From an optimization exercise on the open Yosys and OpenROAD flow, aimed at small area and a short achievable clock period; shortcuts taken in it are not production practice. RTL that was checked went through simulation tests only; none was proved equivalent to the original. The RTL of runs 1 and 2 was laid out without a check of its function. Power and IR drop assume default switching activity.

File: flow/run.sh
#!/bin/bash
# synth_recipe.tcl (not shown) runs the flow's synth.tcl, then flattens the netlist and writes it again
# the make line also repeats each setting of config.mk as NAME=value (left out here)
make -C /OpenROAD-flow-scripts/flow DESIGN_CONFIG=/design/flow/config.mk WORK_HOME=/design/flow/orfs CLKGATE_MAP_FILE= SYNTH_SCRIPT=/design/flow/synth_recipe.tcl finish
File: flow/config.mk
export PLATFORM = sky130hd
export DESIGN_NAME = stride_prefetcher_top
export DESIGN_NICKNAME = stride_prefetcher_top
export VERILOG_FILES = /design/flow/design.v
export SDC_FILE = /design/flow/constraint.sdc
export NUM_CORES = 4
export LEC_CHECK = 0
export CAP_MARGIN = 20
export CORE_MARGIN = 2
export CORE_UTILIZATION = 40
export SLEW_MARGIN = 20
File: flow/constraint.sdc
create_clock -name core_clock -period 7.2 [get_ports {clk_i}]
set_input_delay 1.4400 -clock core_clock [delete_from_list [all_inputs] [get_ports {clk_i}]]
set_output_delay 1.4400 -clock core_clock [all_outputs]
set_load 0.01 [all_outputs]
File: flow/design.v
package hwpf_pkg;
    typedef enum logic [2:0] {
        INITIAL,
        STRIDE_DETECTION,
        HIT1,
        HIT2,
        HIT3
    } train_state_e;
    typedef logic [39-1:0] region_tag_t;
    typedef logic [6-1:0] line_idx_t;
    typedef logic signed [6-1:0] stride_t;
    typedef logic [45-1:0] line_addr_t;
endpackage
`timescale 1ns/1ps
module snoop_capture (
    input  logic                    clk_i,
    input  logic                    rst_ni,
    input  logic                    snoop_valid_i,
    input  logic [49-1:0] snoop_addr_i,
    output logic                    cap_valid_o,
    output hwpf_pkg::line_addr_t    cap_line_o
);
    logic accept;
    assign accept = snoop_valid_i && (snoop_addr_i[49-1 -: 39] != '0);
    always_ff @(posedge clk_i) begin
        if (!rst_ni) begin
            cap_valid_o <= 1'b0;
        end else begin
            cap_valid_o <= accept;
        end
    end
    always_ff @(posedge clk_i) begin
        cap_line_o <= snoop_addr_i[49-1:4];
    end
endmodule
`timescale 1ns/1ps
module stride_table (
    input  logic                  clk_i,
    input  logic                  rst_ni,
    input  hwpf_pkg::region_tag_t snoop_tag_i,
    input  logic                  cap_valid_i,
    input  hwpf_pkg::line_addr_t  cap_line_i,
    output logic                  emit_valid_o,
    output hwpf_pkg::line_addr_t  emit_line_o,
    output hwpf_pkg::stride_t     emit_stride_o
);
    localparam int N = 8;
    logic [N-1:0]           valid_q;
    hwpf_pkg::region_tag_t  tag_q      [N];
    hwpf_pkg::line_idx_t    last_idx_q [N];
    hwpf_pkg::stride_t      stride_q   [N];
    hwpf_pkg::train_state_e state_q    [N];
    logic [N-1:0] raw_q;     
    logic [N-1:0] wr_q;      
    logic         same_q;    
    hwpf_pkg::region_tag_t cap_tag;
    hwpf_pkg::line_idx_t   cap_idx;
    assign cap_tag = cap_line_i[45-1 -: 39];
    assign cap_idx = cap_line_i[6-1:0];
    logic [N-1:0] older [N];
    logic [N-1:0] lru;
    logic [N-1:0] inv_first;
    logic [N-1:0] victim;
    logic [N-1:0] match;
    logic [N-1:0] sel;
    logic         hit;
    logic         alloc;
    always_comb begin
        for (int i = 0; i < N; i++) begin
            lru[i] = &older[i];
            inv_first[i] = !valid_q[i];
            for (int k = 0; k < i; k++) begin
                if (!valid_q[k]) inv_first[i] = 1'b0;
            end
            match[i] = valid_q[i] && (wr_q[i] ? same_q : raw_q[i]);
        end
        victim = (&valid_q) ? lru : inv_first;
        hit    = |match;
        sel    = hit ? match : victim;
        alloc  = cap_valid_i && !hit;
    end
    genvar gi, gj;
    generate
        for (gi = 0; gi < N; gi++) begin : g_row
            assign older[gi][gi] = 1'b1;
            for (gj = gi + 1; gj < N; gj++) begin : g_col
                logic older_q;
                always_ff @(posedge clk_i) begin
                    if (!rst_ni) begin
                        older_q <= 1'b0;
                    end else if (cap_valid_i && (sel[gi] || sel[gj])) begin
                        older_q <= sel[gj];
                    end
                end
                assign older[gi][gj] = older_q;
                assign older[gj][gi] = !older_q;
            end
        end
    endgenerate
    hwpf_pkg::line_idx_t    cur_idx;
    hwpf_pkg::stride_t      cur_stride;
    logic [2:0]             cur_state;
    always_comb begin
        cur_idx    = '0;
        cur_stride = '0;
        cur_state  = '0;
        for (int i = 0; i < N; i++) begin
            cur_idx    = cur_idx    | ({6{match[i]}} & last_idx_q[i]);
            cur_stride = cur_stride | ({6{match[i]}} & stride_q[i]);
            cur_state  = cur_state  | ({3{match[i]}} & 3'(state_q[i]));
        end
    end
    hwpf_pkg::stride_t      new_stride;
    logic                   stride_ok;
    logic                   same_idx;
    logic                   do_emit;
    hwpf_pkg::train_state_e nxt_state;
    hwpf_pkg::stride_t      nxt_stride;
    assign new_stride = hwpf_pkg::stride_t'(cap_idx - cur_idx);
    assign stride_ok  = (new_stride == cur_stride);
    assign same_idx   = (cap_idx == cur_idx);
    always_comb begin
        nxt_state  = hwpf_pkg::train_state_e'(cur_state);
        nxt_stride = cur_stride;
        do_emit    = 1'b0;
        if (!hit) begin
            nxt_state  = hwpf_pkg::INITIAL;
            nxt_stride = '0;
        end else if (!same_idx) begin
            if (cur_state == 3'(hwpf_pkg::INITIAL) || !stride_ok) begin
                nxt_stride = new_stride;
                nxt_state  = (cur_state == 3'(hwpf_pkg::INITIAL)) ? hwpf_pkg::STRIDE_DETECTION
                                                                  : hwpf_pkg::INITIAL;
            end else begin
                case (cur_state)
                    3'(hwpf_pkg::STRIDE_DETECTION): nxt_state = hwpf_pkg::HIT1;
                    3'(hwpf_pkg::HIT1):             nxt_state = hwpf_pkg::HIT2;
                    3'(hwpf_pkg::HIT2):             nxt_state = hwpf_pkg::HIT3;
                    3'(hwpf_pkg::HIT3): begin
                        nxt_state = hwpf_pkg::INITIAL;
                        do_emit   = cap_valid_i;
                    end
                    default:                        nxt_state = hwpf_pkg::INITIAL;
                endcase
            end
        end
    end
    always_ff @(posedge clk_i) begin
        for (int i = 0; i < N; i++) begin
            raw_q[i] <= (snoop_tag_i == tag_q[i]);
            wr_q[i]  <= alloc && victim[i];
        end
        same_q <= (snoop_tag_i == cap_tag);
    end
    always_ff @(posedge clk_i) begin
        if (!rst_ni) begin
            valid_q      <= '0;
            emit_valid_o <= 1'b0;
        end else begin
            emit_valid_o <= do_emit;
            for (int i = 0; i < N; i++) begin
                if (cap_valid_i && sel[i]) valid_q[i] <= !do_emit;
            end
        end
    end
    always_ff @(posedge clk_i) begin
        for (int i = 0; i < N; i++) begin
            if (cap_valid_i && sel[i]) begin
                tag_q[i]      <= cap_tag;
                last_idx_q[i] <= cap_idx;
                stride_q[i]   <= nxt_stride;
                state_q[i]    <= nxt_state;
            end
        end
    end
    always_ff @(posedge clk_i) begin
        emit_line_o   <= cap_line_i;
        emit_stride_o <= cur_stride;
    end
endmodule
`timescale 1ns/1ps
module stream_queue (
    input  logic                 clk_i,
    input  logic                 rst_ni,
    input  logic                 emit_valid_i,
    input  hwpf_pkg::line_addr_t emit_line_i,
    input  hwpf_pkg::stride_t    emit_stride_i,
    output logic                 pf_valid_o,
    input  logic                 pf_ready_i,
    output hwpf_pkg::line_addr_t pf_base_line_o,
    output hwpf_pkg::stride_t    pf_stride_o,
    output logic                 pf_drop_o
);
    localparam int BUF_N = 16 - 1;
    typedef logic [3:0] ptr_t;
    hwpf_pkg::line_addr_t base_mem   [BUF_N];
    hwpf_pkg::stride_t    stride_mem [BUF_N];
    ptr_t       rd_q;
    ptr_t       wr_q;
    logic [4:0] count_q;     
    logic       full;
    logic       multi;       
    logic       push;
    logic       pop;
    logic       head_from_buf;
    logic       head_from_in;
    logic       buf_write;
    hwpf_pkg::line_addr_t in_base;
    assign in_base = emit_line_i + {{(45 - 6){emit_stride_i[6-1]}},
                                    emit_stride_i};
    assign full  = count_q[4];
    assign multi = (count_q > 5'd1);
    assign pop   = pf_valid_o && pf_ready_i;
    assign push  = emit_valid_i && (!full || pf_ready_i);
    assign head_from_buf = pop && multi;
    assign head_from_in  = push && (!pf_valid_o || (pop && !multi));
    assign buf_write     = push && !head_from_in;
    function automatic ptr_t ptr_inc(input ptr_t p);
        if (p == ptr_t'(BUF_N - 1)) ptr_inc = '0;
        else                        ptr_inc = p + 1'b1;
    endfunction
    always_ff @(posedge clk_i) begin
        if (!rst_ni) begin
            rd_q       <= '0;
            wr_q       <= '0;
            count_q    <= '0;
            pf_valid_o <= 1'b0;
            pf_drop_o  <= 1'b0;
        end else begin
            pf_drop_o <= emit_valid_i && !push;
            if (buf_write) begin
                wr_q <= ptr_inc(wr_q);
            end
            if (head_from_buf) begin
                rd_q <= ptr_inc(rd_q);
            end
            case ({push, pop})
                2'b10: begin
                    count_q    <= count_q + 1'b1;
                    pf_valid_o <= 1'b1;
                end
                2'b01: begin
                    count_q    <= count_q - 1'b1;
                    pf_valid_o <= multi;
                end
                default: ;
            endcase
        end
    end
    always_ff @(posedge clk_i) begin
        if (head_from_buf) begin
            pf_base_line_o <= base_mem[rd_q];
            pf_stride_o    <= stride_mem[rd_q];
        end else if (head_from_in) begin
            pf_base_line_o <= in_base;
            pf_stride_o    <= emit_stride_i;
        end
    end
    always_ff @(posedge clk_i) begin
        for (int i = 0; i < BUF_N; i++) begin
            if (buf_write && wr_q == ptr_t'(i)) begin
                base_mem[i]   <= in_base;
                stride_mem[i] <= emit_stride_i;
            end
        end
    end
endmodule
`timescale 1ns/1ps
module stride_prefetcher_top (
    input  logic                    clk_i,
    input  logic                    rst_ni,
    input  logic                    snoop_valid_i,
    input  logic [49-1:0] snoop_addr_i,
    output logic                    pf_valid_o,
    input  logic                    pf_ready_i,
    output hwpf_pkg::line_addr_t              pf_base_line_o,
    output hwpf_pkg::stride_t                 pf_stride_o,
    output logic                    pf_drop_o
);
    logic                  cap_valid;
    hwpf_pkg::line_addr_t  cap_line;
    logic                  emit_valid;
    hwpf_pkg::line_addr_t  emit_line;
    hwpf_pkg::stride_t     emit_stride;
    snoop_capture u_capture (
        .clk_i         (clk_i),
        .rst_ni        (rst_ni),
        .snoop_valid_i (snoop_valid_i),
        .snoop_addr_i  (snoop_addr_i),
        .cap_valid_o   (cap_valid),
        .cap_line_o    (cap_line)
    );
    stride_table u_table (
        .clk_i         (clk_i),
        .rst_ni        (rst_ni),
        .snoop_tag_i   (snoop_addr_i[49-1 -: 39]),
        .cap_valid_i   (cap_valid),
        .cap_line_i    (cap_line),
        .emit_valid_o  (emit_valid),
        .emit_line_o   (emit_line),
        .emit_stride_o (emit_stride)
    );
    stream_queue u_queue (
        .clk_i          (clk_i),
        .rst_ni         (rst_ni),
        .emit_valid_i   (emit_valid),
        .emit_line_i    (emit_line),
        .emit_stride_i  (emit_stride),
        .pf_valid_o     (pf_valid_o),
        .pf_ready_i     (pf_ready_i),
        .pf_base_line_o (pf_base_line_o),
        .pf_stride_o    (pf_stride_o),
        .pf_drop_o      (pf_drop_o)
    );
endmodule
==> results of run 1 <==
[where the power goes]
| group | internal [mW] | switching [mW] |
|---|---|---|
| sequential | 8.94 | 0.0566 |
| combinational | 0.148 | 0.318 |
| clock | 4.26 | 3.13 |
| total | 13.4 | 3.50 |
[cell usage in the layout (no fill, tap or decap), types with 15 or more instances in the layout]
master           instances
edfxtp_1              1248
xor2_1                 295
a22oi_1                284
dfxtp_1                165
clkbuf_16              148
nand4_1                122
a21oi_1                121
nand3_1                109
nand2_1                104
buf_4                  103
clkdlybuf4s50_1        100
xnor2_1                 93
nor4_1                  84
o21ai_0                 74
nor2_1                  58
ha_1                    53
a222oi_1                51
o22ai_1                 46
a21o_1                  45
clkbuf_1                38
a21boi_0                29
inv_1                   26
and2_1                  25
nor3_1                  25
nor2_4                  22
clkinv_2                21
and3_1                  19
clkinv_1                16
o21a_1                  15
[stage by stage]
stage / std cells / cell area (µm²) / hold WS (ns)
6_report: 5599 / 63400 / 0.426
5_1_grt: 5596 / 63400 / 0.462
4_1_cts: 5596 / 63400 / 0.431
3_5_place_dp: 5337 / 58700 / 0.420
3_3_place_gp: 5335 / 58700 / 0.425
2_1_floorplan: 3524 / 55100 / 0.405
[final cells by class]
class,count,area share [%]
sequential,1414,64.3
timing repair buffer,210,3.01
antenna,3,0.0118
clock buffer,196,6.28
inverter,34,0.201
multi-input combinational,1885,21.6
clock inverter,63,1.05
tap,1794,3.54
[logic make-up (layout without fill, tap and decap cells)]
| logic type | Yosys count | after routing | share of synthesized area, % |
|---|---|---|---|
| multiplexers | 11 | 11 | 0.239 |
| adder cells (fa/ha/maj) | 55 | 55 | 1.28 |
| other | 0 | 3 | 0 |
| AND/OR/NAND/NOR | 654 | 654 | 6.49 |
| flip-flops | 1414 | 1414 | 74.1 |
| buffers and inverters | 225 | 503 | 1.61 |
| AO/OA/AOI/OAI | 768 | 768 | 9.97 |
| XOR/XNOR | 397 | 397 | 6.34 |
[worst max-delay path: stages (launching register included)]
cell	delay, ns
dfxtp_1	0.48
mux2_2	0.35
and2_1	0.54
a22oi_1	0.18
nand4_1	0.16
ha_1	0.19
inv_1	0.06
fa_1	0.42
a21o_1	0.17
a21oi_1	0.18
xnor2_1	0.22
a21oi_1	0.09
nor4b_2	0.27
nand4_2	0.37
or3b_1	0.51
o2bb2ai_1	0.52
[routing by layer]
metal / global-route usage (%) / part of all wire (%)
met2: 35.6 / 48
met4: 6.07 / 2.1
met3: 3.51 / 8.1
met1: 31.0 / 42
met5: 0 / 0
[final timing paths]
| kind | depth (start not counted) | endpoint | slack [ns] |
|---|---|---|---|
| setup / recovery | 15 | u_table.state_q[6][1]$_DFFE_PP_ | 2.20 |
| hold / removal | 2 | u_queue.pf_drop_o$_SDFF_PN0_ | 0.43 |
| hold reg to reg | 2 | u_queue.pf_drop_o$_SDFF_PN0_ | 0.43 |
| setup reg to reg | 15 | u_table.state_q[6][1]$_DFFE_PP_ | 2.20 |
[state kept, by name (all words and copies together), names as in the netlist, 45 cells and up]
name,flops
u_queue.stride_mem,90
u_table.last_idx_q,48
u_table.emit_line_o,45
u_queue.base_mem,675
u_capture.cap_line_o,45
u_table.stride_q,48
u_table.tag_q,312
u_queue.pf_base_line_o,45
==> impl_metrics.tcl, run 1 <==
set metrics [dict create \
    yosysWarnings 10 \
    finalCritPeriodShare_pct 69.5 \
    layout.nets 3796 \
    grtUsageTotal_pct 22.0 \
    crit_type "reg2reg" \
    drv_slew 0 \
    syn_inst 3524 \
    drt_iter0_drc 4034 \
    fillCellCount 11683 \
    ys_ff_latch 1414 \
    gp_congestion 0.841 \
    async_reset_ff_share_pct 0 \
    yosysTopAreaCellShare_pct 68.1 \
    r2r-start "u_table.same_q$_DFF_P_" \
    cts_tree "done" \
    root_buffer "clkbuf_16" \
    hp-start "u_table.emit_valid_o$_SDFF_PN0_" \
    antenna_found_initial 4 \
    crit_arrival_ns 5.49 \
    hp-class "reg2reg" \
    synth_cell_types 87 \
    dr_total_vias 32968 \
    power_mw 16.9 \
    worst_pin_slew_ns 1.14 \
    drtPass1Iterations 8 \
    synth_common_cells "1,248 x edfxtp_1, 299 x xor2_1, 284 x a22oi_1" \
    tns_ns 0 \
    clock_skew_ns 0.0291 \
    cts_buffers 143 \
    hold_viol_final 0 \
    grt_pass1_vias 31926 \
    post-place-ws_ns 2.11 \
    ios 106 \
    syn-num-nets 3632 \
    syn_area_per_cell_um2 15.6 \
    yosysTopAreaCell "edfxtp_1" \
    rows 136 \
    slew_headroom_pct 23.7 \
    grt_pass1_wl_um 225000 \
    rsz0062_at_grt "false" \
    fmaxAchievable_ghz 0.200 \
    p_leak_nw 20.6 \
    setup_viol 0 \
    vias_per_cell 5.89 \
    dp_hpwl_um 88000 \
    crit_start "u_table.same_q$_DFF_P_" \
    synth-seq-area-share_pct 74.1 \
    post_cts_buffers 0 \
    holdBufCountCts 0 \
    outcome "timing/DRC/antenna clean" \
    synthFlopType "edfxtp_1" \
    drv_cap 0 \
    power_density_nw_per_um2 266 \
    die_w_um 375 \
    register_area_um2 40800 \
    multi_input_area_um2 13700 \
    fin_ws_ns 2.20 \
    required_ns 7.69 \
    min_period_ns 5.00 \
    worstSkewPairLatency_ns 0.80 \
    cts.sinks 1414 \
    synth-edff-count 1248 \
    drive_above_1_share_pct 10.8 \
    grt_max_degree 64 \
    yosys-top-cells-area "edfxtp_1 68%, dfxtp_1 6.0%, xor2_1 4.8%" \
    drtAntennaViolNets 0 \
    clk_path_buf_depth 3 \
    path_max_fanout 12 \
    start_kind "flip-flop" \
    cts_resized 0 \
    end_kind "flip-flop" \
    clk_pin_slew_worst_paths_ns 0.06 \
    start_util_pct 40.2 \
    area_growth_syn_to_layout_pct 15.2 \
    grt_overflow_total 0 \
    wirelength_um 157000 \
    port_buffers 101 \
    synth_most_common_cell "edfxtp_1" \
    h-tree-depth 4 \
    postLayoutCoreUtil_pct 46.3 \
    vdd_drop_max_v 0.000241 \
    coreArea_um2 137000 \
    drc 0 \
    die_h_um 375 \
    die-area_um2 141000 \
    post_drt_wl_per_cell_um 28.1 \
    syn_area_um2 55100 \
]
==> run 2, diff against run 1 <==
--- a/flow/config.mk
+++ b/flow/config.mk
@@ -8,4 +8,5 @@
 export CAP_MARGIN = 20
 export CORE_MARGIN = 2
 export CORE_UTILIZATION = 40
+export SETUP_SLACK_MARGIN = 4.0
 export SLEW_MARGIN = 20
==> run 2 against run 1 <==
Compared with the run above: via count rose by 2.7%; clock power down 4.1%; first-iteration DRC count is 7.6% higher; largest power group unchanged; synthesized area is the same; fmax increased by 34%; still clean on timing, DRC and antenna; final cell count is 2.8% higher.
==> impl_metrics.tcl, run 2 <==
set metrics [dict create \
    worst-r2r-cell-count 16 \
    area_growth_syn_to_layout_pct 19.8 \
    fmaxAchievable_ghz 0.268 \
    r2r_slack_ns 3.46 \
    p_leak_nw 21.6 \
    grt_pass1_vias 32625 \
    crit_path_end "u_table.stride_q[4][0]$_DFFE_PP_" \
    syn_area_per_cell_um2 15.6 \
    power_density_nw_per_um2 252 \
    clock_skew_ns 0.0403 \
    required_ns 7.83 \
    drc 0 \
    antenna_found_initial 10 \
    dr_total_vias 33856 \
    regMostFlops "u_queue.base_mem" \
    h-tree-depth 4 \
    post_drt_wl_per_cell_um 28.8 \
    worst_pin_slew_ns 1.11 \
    port_buffers 101 \
    hold_viol_final 0 \
    syn_area_um2 55100 \
    top_regs "u_queue.base_mem x675, u_table.tag_q x312, u_queue.stride_mem x90" \
    crit_start "u_table.wr_q[6]$_DFF_P_" \
    dp_hpwl_um 88300 \
    wirelength_um 165000 \
    rows 136 \
    register_area_um2 40800 \
    drtAntennaViolNets 0 \
    largest_reg_flops 675 \
    cts_tree "done" \
    power_mw 16.6 \
    drv_slew 0 \
    clk_pin_slew_worst_paths_ns 0.06 \
    slew_headroom_pct 25.8 \
    layout_common_cells "1,248 x edfxtp_1, 292 x xor2_1, 272 x a22oi_1" \
    yosys-top-cells-area "edfxtp_1 68%, dfxtp_1 6.0%, xor2_1 4.8%" \
    setup_viol 0 \
    layout.cells.non_filler 5754 \
    grt_use_met2_pct 37.3 \
    grtUsageTotal_pct 22.9 \
    multi_input_area_um2 14700 \
    yosysTopAreaCellShare_pct 68.1 \
    synth-edff-count 1248 \
    grt_max_degree 62 \
    yosysWarnings 10 \
    root_buffer "clkbuf_16" \
    postLayoutCellArea_um2 66000 \
    syn_inst 3524 \
    crit_type "reg2reg" \
    final_common_cell "edfxtp_1" \
    rsz0062_at_grt "true" \
    ios 106 \
    vdd_drop_max_v 0.000206 \
    syn-num-nets 3632 \
    die_h_um 375 \
    yosysTopAreaCell "edfxtp_1" \
    synthFlopType "edfxtp_1" \
    coreArea_um2 137000 \
    r2r-start "u_table.wr_q[6]$_DFF_P_" \
    tns_ns 0 \
    vias_per_cell 5.88 \
    met3_usage_pct 4.30 \
    ys_ff_latch 1414 \
    holdBufCountCts 0 \
    drt_iter0_drc 4342 \
    start_util_pct 40.2 \
    clk_path_buf_depth 3 \
    dp.cells 5347 \
    drv_cap 0 \
    gp_congestion 0.832 \
    crit_arrival_ns 4.37 \
    die_w_um 375 \
    synth_common_cells "1,248 x edfxtp_1, 299 x xor2_1, 284 x a22oi_1" \
    met1_usage_pct 31.0 \
    cts_buffers 143 \
    worstSkewPairLatency_ns 0.80 \
    busiest_layer "met2" \
    synth_most_common_cell "edfxtp_1" \
    die-area_um2 141000 \
    drive_above_1_share_pct 17.6 \
    async_reset_ff_share_pct 0 \
    path_max_fanout 8 \
    layout.nets 3949 \
    start_kind "flip-flop" \
    hp-class "reg2reg" \
    grt_pass1_wl_um 231000 \
    end_kind "flip-flop" \
    synth-seq-area-share_pct 74.1 \
    drtPass1Iterations 6 \
    synth_cell_types 87 \
    cts.sinks 1414 \
    min_period_ns 3.74 \
    grt_overflow_total 0 \
    rr_endpoint "u_table.stride_q[4][0]$_DFFE_PP_" \
    placed_area_um2 58800 \
    outcome "timing/DRC/antenna clean" \
    fillCellCount 11505 \
    finalCritPeriodShare_pct 51.9 \
]
[run 2: cell counts after synthesis]
No cell type changed its count.
[run 2: worst max-delay path, stage by stage (launching register included)]
cell and delay [ns]:
dfxtp_2 0.34, mux2_4 0.34, and2_4 0.21, a22oi_2 0.16, and4_4 0.27, ha_4 0.21
nor2b_4 0.13, o31a_1 0.31, a21oi_2 0.23, o21ai_1 0.14, a32oi_2 0.26, nand4_4 0.18
buf_4 0.18, buf_6 0.11, buf_4 0.13, a311oi_4 0.21, buf_6 0.17
[run 2: layout make-up]
cell class	instances	share of cell area, %
Sequential cell	1414	61.9
Multi-Input combinational cell	1892	22.3
Clock buffer	183	5.70
Timing Repair Buffer	356	5.34
Tap cell	1794	3.40
Clock inverter	80	1.05
Inverter	34	0.218
Antenna cell	1	0.00379
[run 2: per-layer routing]
layer	vias to the layer above	wire length, µm	part of all wire (%)
li1	14565	-	-
met1	17265	65900	40
met2	1733	79000	48
met3	291	15800	9.5
met4	2	4810	2.9
met5	-	13	0.0079
[run 2: logic make-up (layout without fill, tap and decap cells)]
family / count (synthesis) / in the layout / share of synthesized area (%)
other: 0 / 1 / 0
buffers and inverters: 225 / 653 / 1.61
XOR/XNOR: 397 / 398 / 6.34
multiplexers: 11 / 11 / 0.239
AND/OR/NAND/NOR: 654 / 660 / 6.49
flip-flops: 1414 / 1414 / 74.1
adder cells (fa/ha/maj): 55 / 55 / 1.28
AO/OA/AOI/OAI: 768 / 768 / 9.97
[run 2: stage by stage]
stage / hold WS, ns / worst slack [ns] / util [%]
after detailed placement: 0.451 / 2.21 / 42.9
after floorplan: 0.410 / 2.93 / -
final: 0.449 / 3.46 / 48.2
after global placement: 0.450 / 2.31 / 42.9
after CTS: 0.455 / 3.64 / 47.5
after global routing: 0.480 / 3.43 / 48.1
[run 2: timing repair]
item                                    4_1_cts  5_1_grt
endpoints found under the setup margin     1730     1046
pin swaps                                    50       33
resized for setup                           247       93
gates cloned                                  7        5
buffers inserted                             84       46
[run 2: report_power, final]
part	internal [mW]	switching [mW]	leakage, nW	total (mW)
Clock	3.92	3.18	2.15	7.09
Combinational	0.176	0.338	6.95	0.514
Sequential	8.94	0.0557	12.5	9.00
Total	13.0	3.57	21.6	16.6
[run 2: worst min-delay path by stage]
| stage | start | to | slack, ns | cells past startpoint |
|---|---|---|---|---|
| after detailed placement | u_table.emit_valid_o$_SDFF_PN0_ | u_queue.pf_drop_o$_SDFF_PN0_ | 0.45 | 2 |
| after CTS | u_table.emit_valid_o$_SDFF_PN0_ | u_queue.pf_drop_o$_SDFF_PN0_ | 0.46 | 2 |
| after global routing | u_table.emit_valid_o$_SDFF_PN0_ | u_queue.pf_drop_o$_SDFF_PN0_ | 0.48 | 2 |
| after floorplan | u_table.emit_valid_o$_SDFF_PN0_ | u_queue.pf_drop_o$_SDFF_PN0_ | 0.41 | 2 |
| final | u_table.emit_valid_o$_SDFF_PN0_ | u_queue.pf_drop_o$_SDFF_PN0_ | 0.45 | 2 |
| after global placement | u_table.emit_valid_o$_SDFF_PN0_ | u_queue.pf_drop_o$_SDFF_PN0_ | 0.45 | 2 |
==> run 3, diff against run 2 <==
--- a/flow/design.v
+++ b/flow/design.v
@@ -97,53 +97,39 @@
             end
         end
     endgenerate
-    hwpf_pkg::line_idx_t    cur_idx;
+    logic [N-1:0]           same_idx;    
+    logic [N-1:0]           emit;        
+    logic [N-1:0]           wen;         
+    hwpf_pkg::stride_t      delta      [N];
+    hwpf_pkg::train_state_e nxt_state  [N];
     hwpf_pkg::stride_t      cur_stride;
-    logic [2:0]             cur_state;
+    logic                   do_emit;
     always_comb begin
-        cur_idx    = '0;
         cur_stride = '0;
-        cur_state  = '0;
         for (int i = 0; i < N; i++) begin
-            cur_idx    = cur_idx    | ({6{match[i]}} & last_idx_q[i]);
-            cur_stride = cur_stride | ({6{match[i]}} & stride_q[i]);
-            cur_state  = cur_state  | ({3{match[i]}} & 3'(state_q[i]));
-        end
-    end
-    hwpf_pkg::stride_t      new_stride;
-    logic                   stride_ok;
-    logic                   same_idx;
-    logic                   do_emit;
-    hwpf_pkg::train_state_e nxt_state;
-    hwpf_pkg::stride_t      nxt_stride;
-    assign new_stride = hwpf_pkg::stride_t'(cap_idx - cur_idx);
-    assign stride_ok  = (new_stride == cur_stride);
-    assign same_idx   = (cap_idx == cur_idx);
-    always_comb begin
-        nxt_state  = hwpf_pkg::train_state_e'(cur_state);
-        nxt_stride = cur_stride;
-        do_emit    = 1'b0;
-        if (!hit) begin
-            nxt_state  = hwpf_pkg::INITIAL;
-            nxt_stride = '0;
-        end else if (!same_idx) begin
-            if (cur_state == 3'(hwpf_pkg::INITIAL) || !stride_ok) begin
-                nxt_stride = new_stride;
-                nxt_state  = (cur_state == 3'(hwpf_pkg::INITIAL)) ? hwpf_pkg::STRIDE_DETECTION
-                                                                  : hwpf_pkg::INITIAL;
+            delta[i]    = hwpf_pkg::stride_t'(cap_idx - last_idx_q[i]);
+            same_idx[i] = (cap_idx == last_idx_q[i]);
+            emit[i]     = 1'b0;
+            if (delta[i] != stride_q[i]) begin
+                nxt_state[i] = (state_q[i] == hwpf_pkg::INITIAL) ? hwpf_pkg::STRIDE_DETECTION
+                                                                 : hwpf_pkg::INITIAL;
             end else begin
-                case (cur_state)
-                    3'(hwpf_pkg::STRIDE_DETECTION): nxt_state = hwpf_pkg::HIT1;
-                    3'(hwpf_pkg::HIT1):             nxt_state = hwpf_pkg::HIT2;
-                    3'(hwpf_pkg::HIT2):             nxt_state = hwpf_pkg::HIT3;
-                    3'(hwpf_pkg::HIT3): begin
-                        nxt_state = hwpf_pkg::INITIAL;
-                        do_emit   = cap_valid_i;
+                case (state_q[i])
+                    hwpf_pkg::INITIAL:          nxt_state[i] = hwpf_pkg::STRIDE_DETECTION;
+                    hwpf_pkg::STRIDE_DETECTION: nxt_state[i] = hwpf_pkg::HIT1;
+                    hwpf_pkg::HIT1:             nxt_state[i] = hwpf_pkg::HIT2;
+                    hwpf_pkg::HIT2:             nxt_state[i] = hwpf_pkg::HIT3;
+                    hwpf_pkg::HIT3: begin
+                        nxt_state[i] = hwpf_pkg::INITIAL;
+                        emit[i]      = 1'b1;
                     end
-                    default:                        nxt_state = hwpf_pkg::INITIAL;
+                    default:                    nxt_state[i] = hwpf_pkg::INITIAL;
                 endcase
             end
+            wen[i] = cap_valid_i && (match[i] ? !same_idx[i] : (!hit && victim[i]));
+            cur_stride = cur_stride | ({6{match[i]}} & stride_q[i]);
         end
+        do_emit = cap_valid_i && |(match & ~same_idx & emit);
     end
     always_ff @(posedge clk_i) begin
         for (int i = 0; i < N; i++) begin
@@ -159,17 +145,17 @@
         end else begin
             emit_valid_o <= do_emit;
             for (int i = 0; i < N; i++) begin
-                if (cap_valid_i && sel[i]) valid_q[i] <= !do_emit;
+                if (wen[i]) valid_q[i] <= !(match[i] && emit[i]);
             end
         end
     end
     always_ff @(posedge clk_i) begin
         for (int i = 0; i < N; i++) begin
-            if (cap_valid_i && sel[i]) begin
+            if (wen[i]) begin
                 tag_q[i]      <= cap_tag;
                 last_idx_q[i] <= cap_idx;
-                stride_q[i]   <= nxt_stride;
-                state_q[i]    <= nxt_state;
+                stride_q[i]   <= match[i] ? delta[i] : '0;
+                state_q[i]    <= match[i] ? nxt_state[i] : hwpf_pkg::INITIAL;
             end
         end
     end
==> run 3 against run 2 <==
Compared with the run above: via count up 3.7%; critical path depth is the same; global-route usage decreased by 0.50 points; highest routed layer unchanged.
==> impl_metrics.tcl, run 3 <==
set metrics [dict create \
    slew_headroom_pct 27.2 \
    cts.sinks 1414 \
    fillCellCount 12107 \
    syn_area_um2 56800 \
    end_kind "flip-flop" \
    die_w_um 381 \
    r2r_slack_ns 3.86 \
    dp_hpwl_um 92200 \
    clock_skew_ns 0.0241 \
    port_buffers 101 \
    min_period_ns 3.34 \
    clk_path_buf_depth 3 \
    syn_inst 3770 \
    layout.nets 4233 \
    crit_path_end "u_table.emit_valid_o$_SDFF_PN0_" \
    required_ns 7.91 \
    rr_endpoint "u_table.emit_valid_o$_SDFF_PN0_" \
    drv_slew 0 \
    worst-r2r-cell-count 16 \
    dr_total_vias 35112 \
    worst_pin_slew_ns 1.09 \
    die_h_um 381 \
    tns_ns 0 \
    yosysTopAreaCell "edfxtp_1" \
    coreArea_um2 141000 \
    synth-edff-count 1248 \
    setup_viol 0 \
    syn_area_per_cell_um2 15.1 \
    area_growth_syn_to_layout_pct 19.7 \
    grt_pass1_wl_um 237000 \
    syn-num-nets 3920 \
    yosysTopAreaCellShare_pct 66.0 \
    power_density_nw_per_um2 250 \
    async_reset_ff_share_pct 0 \
    h-tree-depth 4 \
    top_regs "u_queue.base_mem x675, u_table.tag_q x312, u_queue.stride_mem x90" \
    regMostFlops "u_queue.base_mem" \
    yosys-top-cells-area "edfxtp_1 66%, dfxtp_1 5.9%, xor2_1 5.1%" \
    worstSkewPairLatency_ns 0.79 \
    rsz0062_at_grt "true" \
    drt_iter0_drc 4170 \
    drtAntennaViolNets 0 \
    layout_common_cells "1,248 x edfxtp_1, 316 x xor2_1, 237 x a22oi_1" \
    grtUsageTotal_pct 22.4 \
    synth_cell_types 78 \
    drc 0 \
    fmaxAchievable_ghz 0.299 \
    ios 106 \
    grt_pass1_vias 34190 \
    rows 138 \
    vias_per_cell 5.76 \
    drv_cap 0 \
    wirelength_um 166000 \
    hold_viol_final 0 \
    crit_arrival_ns 4.05 \
    gp_congestion 0.836 \
    outcome "timing/DRC/antenna clean" \
    root_buffer "clkbuf_16" \
    drive_above_1_share_pct 16.0 \
    drtPass1Iterations 6 \
    start_kind "flip-flop" \
    path_max_fanout 5 \
    cts_buffers 145 \
    ys_ff_latch 1414 \
    finalCritPeriodShare_pct 46.4 \
    p_leak_nw 22.9 \
    final_common_cell "edfxtp_1" \
    hp-class "reg2reg" \
    holdBufCountCts 0 \
    cts_tree "done" \
    synth_most_common_cell "edfxtp_1" \
    vdd_drop_max_v 0.000252 \
    clk_pin_slew_worst_paths_ns 0.06 \
    start_util_pct 40.2 \
    die-area_um2 145000 \
    antenna_found_initial 6 \
    synth_common_cells "1,248 x edfxtp_1, 329 x xor2_1, 237 x a22oi_1" \
    grt_overflow_total 0 \
    hold_depth 2 \
    crit_type "reg2reg" \
    yosysWarnings 12 \
    largest_reg_flops 675 \
    post_drt_wl_per_cell_um 27.3 \
    fin_hold_ws_ns 0.472 \
    synthFlopType "edfxtp_1" \
    crit_start "u_capture.cap_line_o[0]$_DFF_P_" \
    r2r-start "u_capture.cap_line_o[0]$_DFF_P_" \
    grt_max_degree 56 \
    synth-seq-area-share_pct 71.8 \
]
run 3: cell types whose count changed after synthesis, sizes merged, moves of 35 or more:
cell / delta
a22oi: -47
a221oi: +43
nand2: +72
a22o: +40
nand4: -38
inv: +40
xnor2: +55
ha: +35
nor2: +47
o22ai: -41
run 3: worst min-delay path by stage:
stage	start	end	slack, ns
after detailed placement	u_table.g_row[4].g_col[6].older_q$_SDFFE_PN0P_	u_table.g_row[4].g_col[6].older_q$_SDFFE_PN0P_	0.46
final	u_table.g_row[0].g_col[5].older_q$_SDFFE_PN0P_	u_table.g_row[0].g_col[5].older_q$_SDFFE_PN0P_	0.47
after global routing	u_table.g_row[2].g_col[7].older_q$_SDFFE_PN0P_	u_table.g_row[2].g_col[7].older_q$_SDFFE_PN0P_	0.50
after global placement	u_table.g_row[4].g_col[6].older_q$_SDFFE_PN0P_	u_table.g_row[4].g_col[6].older_q$_SDFFE_PN0P_	0.46
after floorplan	u_table.emit_valid_o$_SDFF_PN0_	u_queue.pf_drop_o$_SDFF_PN0_	0.41
after CTS	u_table.g_row[4].g_col[6].older_q$_SDFFE_PN0P_	u_table.g_row[4].g_col[6].older_q$_SDFFE_PN0P_	0.47
run 3: logic make-up after synthesis:
| family | Yosys count | synth area share, % |
|---|---|---|
| buffers and inverters | 235 | 1.56 |
| flip-flops | 1414 | 71.8 |
| AO/OA/AOI/OAI | 775 | 9.76 |
| AND/OR/NAND/NOR | 752 | 6.73 |
| multiplexers | 11 | 0.211 |
| XOR/XNOR | 486 | 7.65 |
| adder cells (fa/ha/maj) | 97 | 2.26 |
run 3: report_power, final:
part           switching [mW]  internal [mW]
Clock                    3.21           4.11
Combinational           0.439          0.258
Sequential             0.0519           8.94
run 3: cell type report:
| cell class | count | area [µm²] | share of cell area, % |
|---|---|---|---|
| multi-input combinational | 2126 | 16700 | 24.6 |
| clock inverter | 74 | 667 | 0.981 |
| tap | 1890 | 2360 | 3.48 |
| timing repair buffer | 322 | 3150 | 4.63 |
| clock buffer | 190 | 3970 | 5.84 |
| sequential | 1414 | 40800 | 60.1 |
| antenna | 2 | 5.00 | 0.00736 |
| inverter | 74 | 287 | 0.421 |
run 3: metrics by stage:
stage / util [%] / cells / instance area [µm²] / power (mW) / worst slack (ns)
after detailed placement: 43.2 / 5734 / 61000 / 9.77 / 2.34
final: 48.1 / 6092 / 68000 / 17.0 / 3.86
after global placement: 43.2 / 5734 / 61000 / 9.76 / 2.35
after CTS: 47.5 / 6069 / 67100 / 17.1 / 3.83
after floorplan: - / 3770 / 57000 / 9.50 / 2.94
after global routing: 48.1 / 6090 / 68000 / 17.5 / 3.73
run 3: what timing repair did:
| item | CTS | global route |
|---|---|---|
| gates cloned | 6 | 1 |
| gates resized for setup | 203 | 149 |
| setup endpoints to repair | 1611 | 552 |
| pin swaps | 49 | 48 |
| buffers inserted | 65 | 20 |
| endpoints found under the hold margin | 0 | 0 |
run 3: routing by layer:
layer | global-route usage [%] | wire length [µm]
met1 | 30.4 | 68300
met2 | 36.9 | 80000
met3 | 3.73 | 13700
met4 | 6.73 | 4440
met5 | 0 | 56
run 3: worst max-delay path, stage by stage (launching register included):
cell,delay [ns]
dfxtp_2,0.32
buf_8,0.13
clkinvlp_4,0.13
buf_6,0.16
buf_8,0.14
ha_2,0.18
inv_1,0.05
fa_2,0.37
a21o_1,0.19
a21oi_2,0.16
xnor3_1,0.24
nor3_2,0.24
o2111ai_2,0.16
or3_4,0.39
o211ai_1,0.13
a211o_1,0.13
o311a_1,0.16
==> run 4, diff against run 3 <==
--- a/flow/config.mk
+++ b/flow/config.mk
@@ -8,5 +8,5 @@
 export CAP_MARGIN = 20
 export CORE_MARGIN = 2
 export CORE_UTILIZATION = 40
-export SETUP_SLACK_MARGIN = 4.0
+export SETUP_SLACK_MARGIN = 4.5
 export SLEW_MARGIN = 20
==> run 4 against run 3 <==
Compared with the run above: setup slack got worse by 0.030 ns; register-to-register slack worse by 0.03 ns; fmax down 0.90%; critical path depth grew 1; flip-flop and latch count did not move; clock power grew 2%; sequential power is essentially flat; largest power group unchanged.
==> impl_metrics.tcl, run 4 <==
set metrics [dict create \
    min_period_ns 3.37 \
    clock_skew_ns 0.0441 \
    crit_type "reg2reg" \
    yosysWarnings 12 \
    vdd_drop_max_v 0.000232 \
    root_buffer "clkbuf_16" \
    regMostFlops "u_queue.base_mem" \
    slew_headroom_pct 30.7 \
    dr_total_vias 38277 \
    crit_slowest_cell "fa_2" \
    post_drt_wl_per_cell_um 29.4 \
    grt_pass1_wl_um 258000 \
    p_leak_nw 25.9 \
    syn_area_per_cell_um2 15.1 \
    cts_tree "done" \
    end_kind "flip-flop" \
    grt_max_degree 56 \
    h-tree-depth 4 \
    required_ns 7.94 \
    grt_pass1_vias 36322 \
    synth_cell_types 78 \
    path_max_fanout 2 \
    grtUsageTotal_pct 24.5 \
    area_growth_syn_to_layout_pct 32.3 \
    layout.nets 4606 \
    drtAntennaViolNets 0 \
    start_util_pct 40.2 \
    drc 0 \
    yosys-top-cells-area "edfxtp_1 66%, dfxtp_1 5.9%, xor2_1 5.1%" \
    async_reset_ff_share_pct 0 \
    die-area_um2 145000 \
    power_density_nw_per_um2 231 \
    vias_per_cell 5.92 \
    grt_overflow_total 0 \
    fmaxAchievable_ghz 0.297 \
    drtPass1Iterations 6 \
    clk_pin_slew_worst_paths_ns 0.06 \
    syn_inst 3770 \
    antenna_found_initial 10 \
    yosysTopAreaCell "edfxtp_1" \
    post-place-ws_ns 2.57 \
    worstSkewPairLatency_ns 0.81 \
    die_h_um 381 \
    worst_pin_slew_ns 1.04 \
    clk_path_buf_depth 3 \
    crit_arrival_ns 4.11 \
    finalCritPeriodShare_pct 46.8 \
    synth_most_common_cell "edfxtp_1" \
    largest_reg_flops 675 \
    rows 138 \
    coreArea_um2 141000 \
    final_common_cell "edfxtp_1" \
    synthFlopType "edfxtp_1" \
    intPower_mw 13.5 \
    synth-seq-area-share_pct 71.8 \
    hold_viol_final 0 \
    start_kind "flip-flop" \
    p_sw_share_pct 22.2 \
    drv_slew 0 \
    fin_ws_ns 3.83 \
    ios 106 \
    seqPwrFrac_pct 51.9 \
    placed_area_um2 61100 \
    p_switching_mw 3.85 \
    drt_iter0_drc 5302 \
    top_regs "u_queue.base_mem x675, u_table.tag_q x312, u_queue.stride_mem x90" \
    p_clk_share_pct 42.9 \
    gp_congestion 0.827 \
    postLayoutCellArea_um2 75100 \
    synth-edff-count 1248 \
    crit_top_cell "buf_6" \
    syn-num-nets 3920 \
    wirelength_um 190000 \
    power_mw 17.3 \
    critPathBufInv 6 \
    cts.sinks 1414 \
    layout_common_cells "1,248 x edfxtp_1, 311 x xor2_1, 237 x a22oi_1" \
    syn_area_um2 56800 \
    synth_common_cells "1,248 x edfxtp_1, 329 x xor2_1, 237 x a22oi_1" \
    rsz0062_at_grt "true" \
    ys_ff_latch 1414 \
    cts_buffers 144 \
    timing.critical_path.slowest_cell_delay_ns 0.36 \
    drive_above_1_share_pct 28.3 \
    cp_cell_sequence "buf_6, clkinvlp_4, buf_6, buf_6, ha_4, inv_2, fa_2, a21o_1, a21oi_2, xor2_2, xnor2_2, a2111oi_2, nand3_1, nor4b_4, buf_4, a211o_1, o311a_4" \
    setup_viol 0 \
    drv_cap 0 \
    hp-class "reg2reg" \
    p_comb_share_pct 5.3 \
    yosysTopAreaCellShare_pct 66.0 \
    crit_family "compound AO/OA/AOI/OAI gates" \
    outcome "timing/DRC/antenna clean" \
    die_w_um 381 \
    holdBufCountCts 0 \
    port_buffers 101 \
    dp_hpwl_um 92500 \
    tns_ns 0 \
    postLayoutCoreUtil_pct 53.2 \
]
## run 4: cells by family after synthesis
group           count (synthesis)  synth area share [%]
compound gates                775                  9.76
xor+xnor                      486                  7.65
fa+ha+maj                      97                  2.26
buf+inv                       235                  1.56
flops                        1414                  71.8
mux                            11                 0.211
simple gates                  752                  6.73
## run 4: power groups by stage
stage	combinational, mW	sequential [mW]	clock (mW)
after CTS	0.794	8.99	7.49
after floorplan	0.343	9.16	0
after global placement	0.603	9.16	0
after detailed placement	0.610	9.16	0
final	0.915	8.99	7.43
after global routing	0.957	8.99	7.79
## run 4: worst register-to-register path: stages (launching register included)
cell and delay [ns]:
dfxtp_2 0.31, buf_6 0.12, clkinvlp_4 0.12, buf_6 0.13, buf_6 0.12, ha_4 0.14, inv_2 0.04, fa_2 0.36
a21o_1 0.17, a21oi_2 0.16, xor2_2 0.23, xnor2_2 0.12, a2111oi_2 0.34, nand3_1 0.20, nor4b_4 0.24, buf_4 0.18
a211o_1 0.15, o311a_4 0.19
## run 4: final cells by class
type	count	area (µm²)
clock inverters	76	723
multi-input cells	2124	18300
fillers	11259	66100
repair buffers	698	8630
flip-flops and latches	1414	40800
well taps	1890	2360
clock buffers	191	3940
diodes	1	2.50
inverters	74	287
## run 4: stage by stage
step	cells	hold slack, ns
finish	6468	0.432
global route	6467	0.452
CTS	6305	0.434
detailed placement	5735	0.420
global placement	5734	0.415
floorplan	3770	0.410
## run 4: path summary, 6_finish.rpt
path	slack (ns)	startpoint	cells past startpoint	end
min reg2reg	0.43	u_capture.cap_line_o[29]$_DFF_P_	0	u_table.tag_q[2][23]$_DFFE_PP_
max reg2reg	3.83	u_capture.cap_line_o[0]$_DFF_P_	17	u_table.emit_valid_o$_SDFF_PN0_
min	0.43	u_capture.cap_line_o[29]$_DFF_P_	0	u_table.tag_q[2][23]$_DFFE_PP_
max	3.83	u_capture.cap_line_o[0]$_DFF_P_	17	u_table.emit_valid_o$_SDFF_PN0_
## run 4: layer usage
metal | share of wire, % | global-route usage [%] | wire, µm
met5 | 0.043 | 0 | 82
met4 | 4.3 | 8.99 | 8250
met3 | 9.3 | 4.36 | 17700
met2 | 48 | 40.5 | 91400
met1 | 38 | 32.4 | 72900
## run 4: what timing repair did
action                                  in CTS  in global routing
gates cloned                                48                 41
buffers inserted                           255                121
hold endpoints to repair                     0                  0
gates resized for setup                    913                301
endpoints found under the setup margin    1961               1644
pin swaps                                  159                116
==> run 5, diff against run 4 <==
--- a/flow/config.mk
+++ b/flow/config.mk
@@ -8,5 +8,7 @@
 export CAP_MARGIN = 20
 export CORE_MARGIN = 2
 export CORE_UTILIZATION = 40
-export SETUP_SLACK_MARGIN = 4.5
+export CTS_CLUSTER_DIAMETER = 100
+export CTS_CLUSTER_SIZE = 30
+export SETUP_SLACK_MARGIN = 4.0
 export SLEW_MARGIN = 20
==> run 5 against run 4 <==
Compared with the run above: still clean on timing, DRC and antenna; via count is 9.8% lower; power fell by 21%; setup slack got worse by 0.0071 ns; synthesized area unchanged; flip-flop and latch count stayed put; clock-buffer cell count fell by 97; fmax is 0.21% lower; combinational power is 25% lower; wire length decreased by 13%; core utilization is 7.1 points lower; clock power down 45%.
==> impl_metrics.tcl, run 5 <==
set metrics [dict create \
    outcome "timing/DRC/antenna clean" \
    p_comb_share_pct 5.0 \
    synth_most_common_cell "edfxtp_1" \
    timing.critical_path.slowest_cell_delay_ns 0.39 \
    synth-edff-count 1248 \
    syn-num-nets 3920 \
    p_switching_mw 3.04 \
    setup_viol 0 \
    required_ns 7.84 \
    fillCellCount 12405 \
    crit_start "u_capture.cap_line_o[0]$_DFF_P_" \
    grt_max_degree 56 \
    drtPass1Iterations 8 \
    layout_common_cells "1,248 x edfxtp_1, 316 x xor2_1, 237 x a22oi_1" \
    drt_iter0_drc 4473 \
    grtUsageTotal_pct 22.0 \
    r2r-start "u_capture.cap_line_o[0]$_DFF_P_" \
    synth_common_cells "1,248 x edfxtp_1, 329 x xor2_1, 237 x a22oi_1" \
    die_h_um 381 \
    seqPwrFrac_pct 65.3 \
    root_buffer "clkbuf_16" \
    antenna_found_initial 7 \
    wirelength_um 165000 \
    start_kind "flip-flop" \
    crit_slowest_cell "or3_4" \
    hp-class "reg2reg" \
    synth-seq-area-share_pct 71.8 \
    port_buffers 101 \
    p_sw_share_pct 22.1 \
    cts_buffers 55 \
    synthFlopType "edfxtp_1" \
    vias_per_cell 5.81 \
    ys_ff_latch 1414 \
    end_kind "flip-flop" \
    grt_pass1_wl_um 234000 \
    post_drt_wl_per_cell_um 27.9 \
    slew_headroom_pct 27.5 \
    die-area_um2 145000 \
    min_period_ns 3.38 \
    die_w_um 381 \
    worst_pin_slew_ns 1.09 \
    final_common_cell "edfxtp_1" \
    rows 138 \
    crit_family "compound AO/OA/AOI/OAI gates" \
    dp_hpwl_um 92200 \
    finalCritPeriodShare_pct 46.9 \
    layout.nets 4149 \
    worst-r2r-cell-count 16 \
    clock_skew_ns 0.0471 \
    fin_hold_ws_ns 0.482 \
    crit_top_cell "buf_8" \
    yosysTopAreaCell "edfxtp_1" \
    hold_depth 2 \
    register_area_um2 40800 \
    hp-start "u_table.g_row[4].g_col[6].older_q$_SDFFE_PN0P_" \
    area_growth_syn_to_layout_pct 14.5 \
    yosys-top-cells-area "edfxtp_1 66%, dfxtp_1 5.9%, xor2_1 5.1%" \
    holdBufCountCts 0 \
    drv_cap 0 \
    hold_viol_final 0 \
    synth_cell_types 78 \
    p_leak_nw 21.4 \
    cts_tree "done" \
    cp_num_cells 16 \
    post-place-ws_ns 2.34 \
    grt_overflow_total 0 \
    clk_path_buf_depth 3 \
    intPower_mw 10.7 \
    power_density_nw_per_um2 211 \
    ios 106 \
    crit_type "reg2reg" \
    gp_congestion 0.836 \
    coreArea_um2 141000 \
    layout.cells.non_filler 5937 \
    cts.sinks 1414 \
    rsz0062_at_grt "true" \
    path_max_fanout 5 \
    top_regs "u_queue.base_mem x675, u_table.tag_q x312, u_queue.stride_mem x90" \
    syn_inst 3770 \
    syn_area_per_cell_um2 15.1 \
    p_clk_share_pct 29.7 \
    vdd_drop_max_v 0.000215 \
    critPathBufInv 5 \
    syn_area_um2 56800 \
    dr_total_vias 34522 \
    regMostFlops "u_queue.base_mem" \
    multi_input_area_um2 16700 \
    yosysTopAreaCellShare_pct 66.0 \
    yosysWarnings 12 \
    largest_reg_flops 675 \
    h-tree-depth 2 \
    fin_ws_ns 3.82 \
    crit_arrival_ns 4.02 \
    async_reset_ff_share_pct 0 \
    start_util_pct 40.2 \
    clk_pin_slew_worst_paths_ns 0.11 \
    drtAntennaViolNets 0 \
    fmaxAchievable_ghz 0.296 \
    drive_above_1_share_pct 13.1 \
    cp_cell_sequence "buf_8, clkinvlp_4, buf_6, buf_8, ha_1, inv_1, fa_2, a21o_1, a21oi_2, xnor3_1, nor3_2, o2111ai_2, or3_4, o211ai_1, a211o_1, o311a_1" \
    drc 0 \
    worstSkewPairLatency_ns 0.74 \
    dp.cells 5734 \
    tns_ns 0 \
    power_mw 13.8 \
    drv_slew 0 \
    grt_pass1_vias 33181 \
]
run 5: cell counts after synthesis:
Identical to the previous run, type by type.
run 5: worst min-delay path: cells and delay by family (launching register included):
kind / cells / cell delay [ns]
flip-flops: 1 / 0.34
AND/OR/NAND/NOR: 1 / 0.05
AO/OA/AOI/OAI: 1 / 0.05
run 5: cell type report:
type                            count  area share (%)
Tap cell                         1890            3.64
Sequential cell                  1414            62.8
Clock buffer                       94            2.37
Timing Repair Buffer              329            4.92
Clock inverter                     10           0.239
Antenna cell                        1         0.00385
Inverter                           74           0.433
Multi-Input combinational cell   2125            25.6
run 5: logic make-up (layout without fill, tap and decap cells):
group                    after synthesis  in the layout  synth area share [%]
flip-flops                          1414           1414                  71.8
AO/OA/AOI/OAI                        775            775                  9.76
AND/OR/NAND/NOR                      752            756                  6.73
XOR/XNOR                             486            486                  7.65
buffers and inverters                235            507                  1.56
adder cells (fa/ha/maj)               97             97                  2.26
multiplexers                          11             11                 0.211
other                                  0              1                     0
run 5: timing repair:
action | in CTS | in global routing
hold endpoints to repair | 0 | 0
resized for setup | 200 | 129
cloned | 6 | 3
pin swaps | 48 | 50
setup endpoints to repair | 1645 | 534
buffers inserted | 61 | 28
run 5: final timing paths:
kind | endpoint | slack, ns
worst min register to register | u_table.g_row[4].g_col[6].older_q$_SDFFE_PN0P_ | 0.48
worst max register to register | u_table.emit_valid_o$_SDFF_PN0_ | 3.82
worst max-delay path | u_table.emit_valid_o$_SDFF_PN0_ | 3.82
worst min-delay path | u_table.g_row[4].g_col[6].older_q$_SDFFE_PN0P_ | 0.48
run 5: power groups by stage:
stage	Combinational, mW	Clock, mW	Sequential (mW)
after floorplan	0.342	0	9.16
final	0.690	4.08	8.98
after CTS	0.649	4.15	8.98
after global placement	0.594	0	9.17
after global routing	0.735	4.41	8.99
after detailed placement	0.602	0	9.17
run 5: metal layers:
layer  track usage, %  up-vias  share of wire (%)
li1                 -    15058                  -
met1             30.6    17763                 41
met2             36.7     1483                 49
met3             2.67      208                7.6
met4             5.12       10                2.2
met5                0        -              0.043
run 5: stage by stage:
step	instance area, µm²	utilization (%)
floorplan	57000	-
global placement	61000	43.2
detailed placement	61000	43.2
CTS	64100	45.4
global route	65000	46.0
finish	65000	46.0
==> run 6, diff against run 5 <==
--- a/flow/design.v
+++ b/flow/design.v
@@ -42,6 +42,8 @@
     input  hwpf_pkg::line_addr_t  cap_line_i,
     output logic                  emit_valid_o,
     output hwpf_pkg::line_addr_t  emit_line_o,
+    output logic                  emit_inc_o,      
+    output logic                  emit_dec_o,      
     output hwpf_pkg::stride_t     emit_stride_o
 );
     localparam int N = 8;
@@ -101,6 +103,8 @@
     logic [N-1:0]           emit;        
     logic [N-1:0]           wen;         
     hwpf_pkg::stride_t      delta      [N];
+    hwpf_pkg::line_idx_t    psum       [N];
+    hwpf_pkg::line_idx_t    pcar       [N];
     hwpf_pkg::train_state_e nxt_state  [N];
     hwpf_pkg::stride_t      cur_stride;
     logic                   do_emit;
@@ -110,7 +114,9 @@
             delta[i]    = hwpf_pkg::stride_t'(cap_idx - last_idx_q[i]);
             same_idx[i] = (cap_idx == last_idx_q[i]);
             emit[i]     = 1'b0;
-            if (delta[i] != stride_q[i]) begin
+            psum[i] = last_idx_q[i] ^ stride_q[i] ^ ~cap_idx;
+            pcar[i] = (last_idx_q[i] & stride_q[i]) | ((last_idx_q[i] | stride_q[i]) & ~cap_idx);
+            if ((psum[i] ^ {pcar[i][6-2:0], 1'b0}) != '1) begin
                 nxt_state[i] = (state_q[i] == hwpf_pkg::INITIAL) ? hwpf_pkg::STRIDE_DETECTION
                                                                  : hwpf_pkg::INITIAL;
             end else begin
@@ -131,6 +137,17 @@
         end
         do_emit = cap_valid_i && |(match & ~same_idx & emit);
     end
+    logic [6-1:0] lo_g;
+    logic [6-1:0] lo_p;
+    logic                   lo_carry;
+    assign lo_g = cap_idx & cur_stride;
+    assign lo_p = cap_idx | cur_stride;
+    always_comb begin
+        lo_carry = 1'b0;
+        for (int j = 0; j < 6; j++) begin
+            lo_carry = lo_carry | (lo_g[j] & (&(lo_p | ~({6{1'b1}} << (j + 1)))));
+        end
+    end
     always_ff @(posedge clk_i) begin
         for (int i = 0; i < N; i++) begin
             raw_q[i] <= (snoop_tag_i == tag_q[i]);
@@ -162,6 +179,8 @@
     always_ff @(posedge clk_i) begin
         emit_line_o   <= cap_line_i;
         emit_stride_o <= cur_stride;
+        emit_inc_o    <= lo_carry && !cur_stride[6-1];
+        emit_dec_o    <= !lo_carry && cur_stride[6-1];
     end
 endmodule
 `timescale 1ns/1ps
@@ -171,6 +190,8 @@
     input  logic                 emit_valid_i,
     input  hwpf_pkg::line_addr_t emit_line_i,
     input  hwpf_pkg::stride_t    emit_stride_i,
+    input  logic                 emit_inc_i,
+    input  logic                 emit_dec_i,
     output logic                 pf_valid_o,
     input  logic                 pf_ready_i,
     output hwpf_pkg::line_addr_t pf_base_line_o,
@@ -192,8 +213,21 @@
     logic       head_from_in;
     logic       buf_write;
     hwpf_pkg::line_addr_t in_base;
-    assign in_base = emit_line_i + {{(45 - 6){emit_stride_i[6-1]}},
-                                    emit_stride_i};
+    logic [6-1:0] base_lo;
+    hwpf_pkg::region_tag_t  base_tag;
+    assign base_lo = emit_line_i[6-1:0] + emit_stride_i;
+    always_comb begin
+        logic ones;
+        logic zeros;
+        ones  = 1'b1;
+        zeros = 1'b1;
+        for (int k = 0; k < 39; k++) begin
+            base_tag[k] = emit_line_i[6+k] ^ ((emit_inc_i && ones) || (emit_dec_i && zeros));
+            ones  = ones  && emit_line_i[6+k];
+            zeros = zeros && !emit_line_i[6+k];
+        end
+    end
+    assign in_base = {base_tag, base_lo};
     assign full  = count_q[4];
     assign multi = (count_q > 5'd1);
     assign pop   = pf_valid_o && pf_ready_i;
@@ -268,6 +302,8 @@
     logic                  emit_valid;
     hwpf_pkg::line_addr_t  emit_line;
     hwpf_pkg::stride_t     emit_stride;
+    logic                  emit_inc;
+    logic                  emit_dec;
     snoop_capture u_capture (
         .clk_i         (clk_i),
         .rst_ni        (rst_ni),
@@ -284,7 +320,9 @@
         .cap_line_i    (cap_line),
         .emit_valid_o  (emit_valid),
         .emit_line_o   (emit_line),
-        .emit_stride_o (emit_stride)
+        .emit_stride_o (emit_stride),
+        .emit_inc_o    (emit_inc),
+        .emit_dec_o    (emit_dec)
     );
     stream_queue u_queue (
         .clk_i          (clk_i),
@@ -292,6 +330,8 @@
         .emit_valid_i   (emit_valid),
         .emit_line_i    (emit_line),
         .emit_stride_i  (emit_stride),
+        .emit_inc_i     (emit_inc),
+        .emit_dec_i     (emit_dec),
         .pf_valid_o     (pf_valid_o),
         .pf_ready_i     (pf_ready_i),
         .pf_base_line_o (pf_base_line_o),
==> run 6 against run 5 <==
Compared with the run above: clock power down 2%; final cell count down 2.5%; critical endpoint is now u_table.raw_q[0]$_DFF_P_; register-to-register slack better by 0.21 ns; clock-buffer cell count down 12; setup slack better by 0.14 ns; power down 1.1%; first-iteration DRC count down 8.5%; sequential share of layout area up 1.2 points; synthesized area down 0.35%; non-clock buffer count down 11.
==> impl_metrics.tcl, run 6 <==
set metrics [dict create \
    outcome "timing/DRC/antenna clean" \
    grt_pass1_wl_um 228000 \
    cts_buffers 54 \
    synth-seq-area-share_pct 72.2 \
    worst_pin_slew_ns 1.06 \
    yosys-top-cells-area "edfxtp_1 66%, dfxtp_1 5.9%, xor2_1 5.3%" \
    post_drt_wl_per_cell_um 27.9 \
    yosysTopAreaCellShare_pct 66.2 \
    rows 138 \
    postLayoutCellArea_um2 63900 \
    timing.critical_path.slowest_cell_delay_ns 0.88 \
    synth_cell_types 88 \
    min_period_ns 3.24 \
    postLayoutCoreUtil_pct 45.3 \
    drc 0 \
    synth-edff-count 1248 \
    crit_slowest_cell "clkdlybuf4s50_1" \
    tns_ns 0 \
    end_kind "flip-flop" \
    cts.sinks 1416 \
    syn-num-nets 3806 \
    cts_tree "done" \
    ys_ff_latch 1416 \
    seqPwrFrac_pct 66.2 \
    start_kind "primary input" \
    coreArea_um2 141000 \
    gp_congestion 0.841 \
    drt_iter0_drc 4094 \
    dp_hpwl_um 90500 \
    crit_top_cell "nor4_1" \
    power_density_nw_per_um2 213 \
    grt_use_met2_pct 36.1 \
    regMostFlops "u_queue.base_mem" \
    rsz0062_at_grt "true" \
    largest_reg_flops 675 \
    grt_pass1_vias 32016 \
    p_switching_mw 2.94 \
    met1_usage_pct 30.4 \
    layout.cells.non_filler 5787 \
    clock_skew_ns 0.0290 \
    crit_arrival_ns 3.84 \
    die_h_um 380 \
    drv_slew 0 \
    synthFlopType "edfxtp_1" \
    drtPass1Iterations 8 \
    p_leak_nw 21.0 \
    slew_headroom_pct 29.2 \
    crit_type "in2reg" \
    drive_above_1_share_pct 10.6 \
    fin_hold_ws_ns 0.484 \
    path_max_fanout 11 \
    fillCellCount 12339 \
    clk_path_buf_depth 3 \
    synth_common_cells "1,248 x edfxtp_1, 343 x xor2_1, 202 x a22oi_1" \
    hp-class "reg2reg" \
    root_buffer "clkbuf_16" \
    die_w_um 380 \
    drtAntennaViolNets 0 \
    die-area_um2 145000 \
    p_clk_share_pct 29.2 \
    antenna_found_initial 4 \
    finalCritPeriodShare_pct 45.0 \
    syn_area_um2 56600 \
    vdd_drop_max_v 0.000191 \
    syn_inst 3655 \
    intPower_mw 10.7 \
    yosysTopAreaCell "edfxtp_1" \
    cp_cell_sequence "clkdlybuf4s50_1, xor2_1, nor4_1, nand4_1, nor4_1" \
    grt_overflow_total 0 \
    top_regs "u_queue.base_mem x675, u_table.tag_q x312, u_queue.stride_mem x90" \
    hold_viol_final 0 \
    grt_max_degree 56 \
    placed_area_um2 60900 \
    clk_pin_slew_worst_paths_ns 0.12 \
    area_growth_syn_to_layout_pct 12.8 \
    fmaxAchievable_ghz 0.309 \
    dp.cells 5621 \
    post-place-ws_ns 2.43 \
    yosysWarnings 14 \
    syn_area_per_cell_um2 15.5 \
    drv_cap 0 \
    wirelength_um 162000 \
    p_sw_share_pct 21.6 \
    worstSkewPairLatency_ns 0.71 \
    synth_most_common_cell "edfxtp_1" \
    setup_viol 0 \
    ios 106 \
    async_reset_ff_share_pct 0 \
    grtUsageTotal_pct 21.5 \
    dr_total_vias 33207 \
    power_mw 13.6 \
    final_common_cell "edfxtp_1" \
    layout.nets 4013 \
    p_comb_share_pct 4.5 \
    busiest_layer "met2" \
    required_ns 7.80 \
    fin_ws_ns 3.96 \
    port_buffers 101 \
    layout_common_cells "1,248 x edfxtp_1, 340 x xor2_1, 199 x a22oi_1" \
    h-tree-depth 2 \
    vias_per_cell 5.74 \
    met3_usage_pct 2.12 \
    start_util_pct 40.1 \
]
==> run 6: cell types whose count changed after synthesis, sizes merged, moves of 14 or more <==
| cell | previous run | this run |
|---|---|---|
| a21o | 52 | 29 |
| a21oi | 139 | 79 |
| a221oi | 45 | 63 |
| a22o | 46 | 60 |
| a22oi | 237 | 203 |
| fa | 9 | 49 |
| ha | 88 | 49 |
| nand3 | 97 | 120 |
| nand4 | 85 | 63 |
| o21ai | 84 | 61 |
| xor2 | 329 | 346 |
==> run 6: repair_timing <==
action,in CTS,in global routing
gates cloned,6,6
setup buffers,30,33
pin swaps,10,3
hold buffers,0,0
setup endpoints to repair,1125,625
gates resized for setup,112,55
==> run 6: per-layer routing <==
| metal | part of all wire [%] | vias to the layer above | wire length (µm) |
|---|---|---|---|
| met5 | 0.035 | - | 57 |
| met4 | 2.5 | 4 | 4010 |
| met3 | 7.1 | 197 | 11600 |
| met2 | 49 | 1383 | 78500 |
| met1 | 42 | 17170 | 67500 |
| li1 | - | 14453 | - |
==> run 6: layout make-up <==
class	instances	area (µm²)	share of cell area, %
timing repair buffer	318	3160	4.95
antenna	1	2.50	0.00392
sequential	1416	40900	64.0
inverter	82	323	0.505
clock inverter	8	123	0.192
clock buffer	82	1480	2.31
multi-input combinational	1990	15600	24.4
tap	1890	2360	3.70
==> run 6: cells by family after synthesis <==
logic type	after synthesis	synth area share (%)
buf+inv	254	1.73
compound gates	625	8.37
flops	1416	72.2
xor+xnor	494	7.72
mux	16	0.298
simple gates	751	6.89
fa+ha+maj	99	2.83
==> run 6: path summary, 6_finish.rpt <==
check | to | slack, ns | cells after the start | from
min | u_table.g_row[5].g_col[7].older_q$_SDFFE_PN0P_ | 0.48 | 2 | u_table.g_row[5].g_col[7].older_q$_SDFFE_PN0P_
max reg2reg | u_table.emit_inc_o$_DFF_P_ | 4.03 | 7 | u_table.same_q$_DFF_P_
min reg2reg | u_table.g_row[5].g_col[7].older_q$_SDFFE_PN0P_ | 0.48 | 2 | u_table.g_row[5].g_col[7].older_q$_SDFFE_PN0P_
max | u_table.raw_q[0]$_DFF_P_ | 3.96 | 5 | snoop_addr_i[44]
==> run 6: worst max-delay path: cells and delay by family <==
| kind | cells | cell delay [ns] |
|---|---|---|
| simple gates | 3 | 1.15 |
| buf+inv | 1 | 0.88 |
| xor+xnor | 1 | 0.35 |
==> run 6: power groups by stage <==
stage                     Combinational, mW  Sequential (mW)  Clock [mW]
after CTS                             0.593             9.01        4.05
after detailed placement              0.578             9.19           0
final                                 0.618             9.01        3.98
after global routing                  0.660             9.01        4.30
after global placement                0.571             9.19           0
after floorplan                       0.318             9.18           0

-- re-timing with driven ports --
The results above use ideal ports. As a check the final layouts listed here were re-extracted and re-timed, cells and wires unchanged.
Step 1, drivers: a clkbuf_16 drives clk_i and a buf_2 each remaining input, both assumed.
Step 2 also shifts input and output timing later by t, the mid clock arrival at the registers, as if the neighbouring blocks saw the same clock.
Three values: no drivers, after step 1, after step 2; two values: the first two.
| run | t (ns) | setup WS [ns] | latest minus earliest clock arrival (ns) | worst register clock-pin slew, ns | pins driven straight from the clock port |
|---|---|---|---|---|---|
| run 1 | 0.853 | 2.196 / 2.196 / 2.196 | 0.030 / 0.031 | 0.07 / 0.07 | 1 |
| run 2 | 0.849 | 3.463 / 3.463 / 3.155 | 0.040 / 0.040 | 0.07 / 0.07 | 1 |
| run 3 | 0.853 | 3.860 / 3.860 / 3.222 | 0.024 / 0.024 | 0.07 / 0.07 | 1 |
| run 4 | 0.869 | 3.830 / 3.830 / 3.653 | 0.047 / 0.047 | 0.07 / 0.07 | 1 |
| run 5 | 0.798 | 3.822 / 3.822 / 3.291 | 0.048 / 0.048 | 0.12 / 0.12 | 1 |
| run 6 | 0.770 | 3.961 / 4.009 / 3.239 | 0.033 / 0.033 | 0.12 / 0.12 | 1 |
After both steps setup and hold are still met in every run listed. For run 6, which loses most, drivers alone change the setup slack by +0.048 ns; drivers and shift together by -0.722 ns.
